From an optimization exercise on the open Yosys and OpenROAD flow, aimed at small area, a short achievable clock period and few clock cycles per item; shortcuts taken in it are not production practice.
Where RTL was checked, it was by simulation tests only, not by an equivalence proof against the original.
No activity file was given, so power comes from the tool's default toggle rates.

## lmfe_top
module lmfe_top (
    input  logic             clk,
    input  logic             reset,
    input  logic             in_en,
    input  lmfe_pkg::pixel_t Din,
    output logic             busy,
    output logic             out_valid,
    output lmfe_pkg::pixel_t Dout
);
==> module sum7_le24, before the edit <==
module sum7_le24 (
    input  logic [20:0] g,                     
    output logic        le
);
    localparam logic [511:0] LE24 = 512'h00000000000000000000000000000001000000000001071f00000001071f7fff0001071f7fffffff071f7fffffffffff7fffffffffffffffffffffffffffffff;
    logic [8:0]  n;                            
    logic [6:0]  pl;
    logic        fs1, fs2, fc1, fc2, fc3;
    always_comb begin
        for (int b = 0; b < 3; b++) begin
            for (int j = 0; j < 7; j++) pl[j] = g[3*j + b];
            fs1 = pl[0] ^ pl[1] ^ pl[2];
            fc1 = (pl[0] & pl[1]) | (pl[0] & pl[2]) | (pl[1] & pl[2]);
            fs2 = pl[3] ^ pl[4] ^ pl[5];
            fc2 = (pl[3] & pl[4]) | (pl[3] & pl[5]) | (pl[4] & pl[5]);
            n[3*b + 0] = fs1 ^ fs2 ^ pl[6];
            fc3 = (fs1 & fs2) | (fs1 & pl[6]) | (fs2 & pl[6]);
            n[3*b + 1] = fc1 ^ fc2 ^ fc3;
            n[3*b + 2] = (fc1 & fc2) | (fc1 & fc3) | (fc2 & fc3);
        end
    end
    assign le = LE24[n];
endmodule
==> flow/config.mk <==
export PLATFORM = sky130hd
export DESIGN_NAME = lmfe_top
export DESIGN_NICKNAME = lmfe_top
export VERILOG_FILES = /design/flow/design.v
export SDC_FILE = /design/flow/constraint.sdc
export NUM_CORES = 8
export LEC_CHECK = 0
export ABC_CLOCK_PERIOD_IN_PS = 4000
export CAP_MARGIN = 20
export CELL_PAD_IN_SITES_DETAIL_PLACEMENT = 0
export CELL_PAD_IN_SITES_GLOBAL_PLACEMENT = 1
export CORE_MARGIN = 2
export CORE_UTILIZATION = 55
export CTS_BUF_LIST = sky130_fd_sc_hd__clkbuf_16
export CTS_CLUSTER_DIAMETER = 100
export CTS_CLUSTER_SIZE = 25
export PLACE_DENSITY = 0.68
export SLEW_MARGIN = 20
==> flow/constraint.sdc <==
create_clock -name core_clock -period 15.0 [get_ports {clk}]
set_input_delay 3.0000 -clock core_clock [delete_from_list [all_inputs] [get_ports {clk}]]
set_output_delay 3.0000 -clock core_clock [all_outputs]
set_load 0.01 [all_outputs]
standard.sh (not shown) runs the stock make flow with config.mk's settings and CLKGATE_MAP_FILE= SYNTH_SCRIPT=/design/flow/synth_recipe.tcl, a recipe that flattens the netlist after the stock synthesis.
==> flow/flow/run.sh <==
#!/bin/bash
# The standard layout (standard.sh, unchanged synthesis), with ORFS's
# repair_timing asked to leave more setup slack than the 15 ns clock needs,
# so that the achieved period shrinks. Gate cloning is off so that no
# register is ever copied. Every port still gets a buffer; buffer_ports is
# only told which buffer cell to use. make's output goes to standard.log
# here; each ORFS step also keeps its own log under orfs/logs/.
set -euo pipefail
cd "$(dirname "$0")/.."
export SETUP_SLACK_MARGIN=10.5
export SKIP_GATE_CLONING=1
export BUFFER_PORTS_ARGS="-buffer_cell sky130_fd_sc_hd__buf_4"
bash standard.sh > standard.log 2>&1
The first run passed the timing, DRC and antenna checks.
Change:
--- a/flow/design.v
+++ b/flow/design.v
@@ -369,24 +369,51 @@
     input  logic [20:0] g,                     
     output logic        le
 );
-    localparam logic [511:0] LE24 = 512'h00000000000000000000000000000001000000000001071f00000001071f7fff0001071f7fffffff071f7fffffffffff7fffffffffffffffffffffffffffffff;
-    logic [8:0]  n;                            
-    logic [6:0]  pl;
-    logic        fs1, fs2, fc1, fc2, fc3;
+    logic [6:0]  s0 [3], s1 [3], s2 [3], s3 [3], s4 [3], s5 [3], s6 [3];
+    logic [7:0]  th [3];                       
+    logic [7:0]  ca;                           
+    int          k;
     always_comb begin
         for (int b = 0; b < 3; b++) begin
-            for (int j = 0; j < 7; j++) pl[j] = g[3*j + b];
-            fs1 = pl[0] ^ pl[1] ^ pl[2];
-            fc1 = (pl[0] & pl[1]) | (pl[0] & pl[2]) | (pl[1] & pl[2]);
-            fs2 = pl[3] ^ pl[4] ^ pl[5];
-            fc2 = (pl[3] & pl[4]) | (pl[3] & pl[5]) | (pl[4] & pl[5]);
-            n[3*b + 0] = fs1 ^ fs2 ^ pl[6];
-            fc3 = (fs1 & fs2) | (fs1 & pl[6]) | (fs2 & pl[6]);
-            n[3*b + 1] = fc1 ^ fc2 ^ fc3;
-            n[3*b + 2] = (fc1 & fc2) | (fc1 & fc3) | (fc2 & fc3);
+            for (int j = 0; j < 7; j++) s0[b][j] = g[3*j + b];
+            s1[b] = s0[b];
+            {s1[b][0], s1[b][6]} = {s0[b][0] & s0[b][6], s0[b][0] | s0[b][6]};
+            {s1[b][2], s1[b][3]} = {s0[b][2] & s0[b][3], s0[b][2] | s0[b][3]};
+            {s1[b][4], s1[b][5]} = {s0[b][4] & s0[b][5], s0[b][4] | s0[b][5]};
+            s2[b] = s1[b];
+            {s2[b][0], s2[b][2]} = {s1[b][0] & s1[b][2], s1[b][0] | s1[b][2]};
+            {s2[b][1], s2[b][4]} = {s1[b][1] & s1[b][4], s1[b][1] | s1[b][4]};
+            {s2[b][3], s2[b][6]} = {s1[b][3] & s1[b][6], s1[b][3] | s1[b][6]};
+            s3[b] = s2[b];
+            {s3[b][0], s3[b][1]} = {s2[b][0] & s2[b][1], s2[b][0] | s2[b][1]};
+            {s3[b][2], s3[b][5]} = {s2[b][2] & s2[b][5], s2[b][2] | s2[b][5]};
+            {s3[b][3], s3[b][4]} = {s2[b][3] & s2[b][4], s2[b][3] | s2[b][4]};
+            s4[b] = s3[b];
+            {s4[b][1], s4[b][2]} = {s3[b][1] & s3[b][2], s3[b][1] | s3[b][2]};
+            {s4[b][4], s4[b][6]} = {s3[b][4] & s3[b][6], s3[b][4] | s3[b][6]};
+            s5[b] = s4[b];
+            {s5[b][2], s5[b][3]} = {s4[b][2] & s4[b][3], s4[b][2] | s4[b][3]};
+            {s5[b][4], s5[b][5]} = {s4[b][4] & s4[b][5], s4[b][4] | s4[b][5]};
+            s6[b] = s5[b];
+            {s6[b][1], s6[b][2]} = {s5[b][1] & s5[b][2], s5[b][1] | s5[b][2]};
+            {s6[b][3], s6[b][4]} = {s5[b][3] & s5[b][4], s5[b][3] | s5[b][4]};
+            {s6[b][5], s6[b][6]} = {s5[b][5] & s5[b][6], s5[b][5] | s5[b][6]};
+            th[b][0] = 1'b1;
+            for (int i = 1; i < 8; i++) th[b][i] = s6[b][7 - i];
         end
+        ca[0] = 1'b1;
+        for (int a = 1; a < 8; a++) begin
+            ca[a] = 1'b1;
+            for (int b = 0; b < 8; b++) begin
+                k = 24 - 4*a - 2*b;
+                if (k < 7) begin
+                    ca[a] = ca[a] & !(((b > 0) ? th[1][b] : 1'b1) & ((k >= 0) ? th[0][k + 1] : 1'b1));
+                end
+            end
+        end
+        le = 1'b1;
+        for (int a = 1; a < 8; a++) le = le & (!th[2][a] | ca[a]);
     end
-    assign le = LE24[n];
 endmodule
 module cmp_swap (
     input  logic [7:0] a,
The changed run completed with no timing, DRC or antenna violations.
Cell count increases by 4.1%.
Worst setup slack improves by 140 ps.
Total power fell by 0.30%.
Wire length rises by 9.2%.
Worst hold slack gains 19 ps.
Via count rises by 6.7%.
First-iteration DRC count goes up by 30%.
Sequential cell count is unchanged.
Area after synthesis goes up by 1.7%.
Critical path depth drops by 17.
Testbench counts after the change, summed over its fixed seeds: cycles 99,498, frames 6.
The RTL of the first run of this note was laid out without a check of its function.

afterwards: timing with drivers on the ports:
In the flow no input, the clock included, has a driving cell. The finished layouts below were timed again as built, in two steps.
Step 1 (the two cells are an assumption about what drives the block):
set clk [get_ports {clk}]
set_driving_cell -lib_cell sky130_fd_sc_hd__clkbuf_16 $clk
set_driving_cell -lib_cell sky130_fd_sc_hd__buf_2 [delete_from_list [all_inputs] $clk]
Step 2 adds t to the input delays and takes it off the output delays; t is the mean of the earliest and latest rising clock arrival at the registers after step 1. Input paths then give back, and output paths get back, about the clock's delay inside the block.
a / b / c = ideal / step 1 / step 2; a / b = the first two.
| run | t, ns | setup WS [ns] | worst setup path at the end | worst register clock-pin slew, ns |
|---|---|---|---|---|
| the first run | 1.015 | 10.369 / 10.369 / 10.127 | input to register | 0.10 / 0.10 |
| the second run | 0.996 | 10.511 / 10.414 / 10.207 | input to register | 0.11 / 0.11 |
After both steps every run listed still meets setup and hold. The setup slack of the second run, which loses most, moves by -0.097 ns with the drivers and by -0.304 ns with both steps.
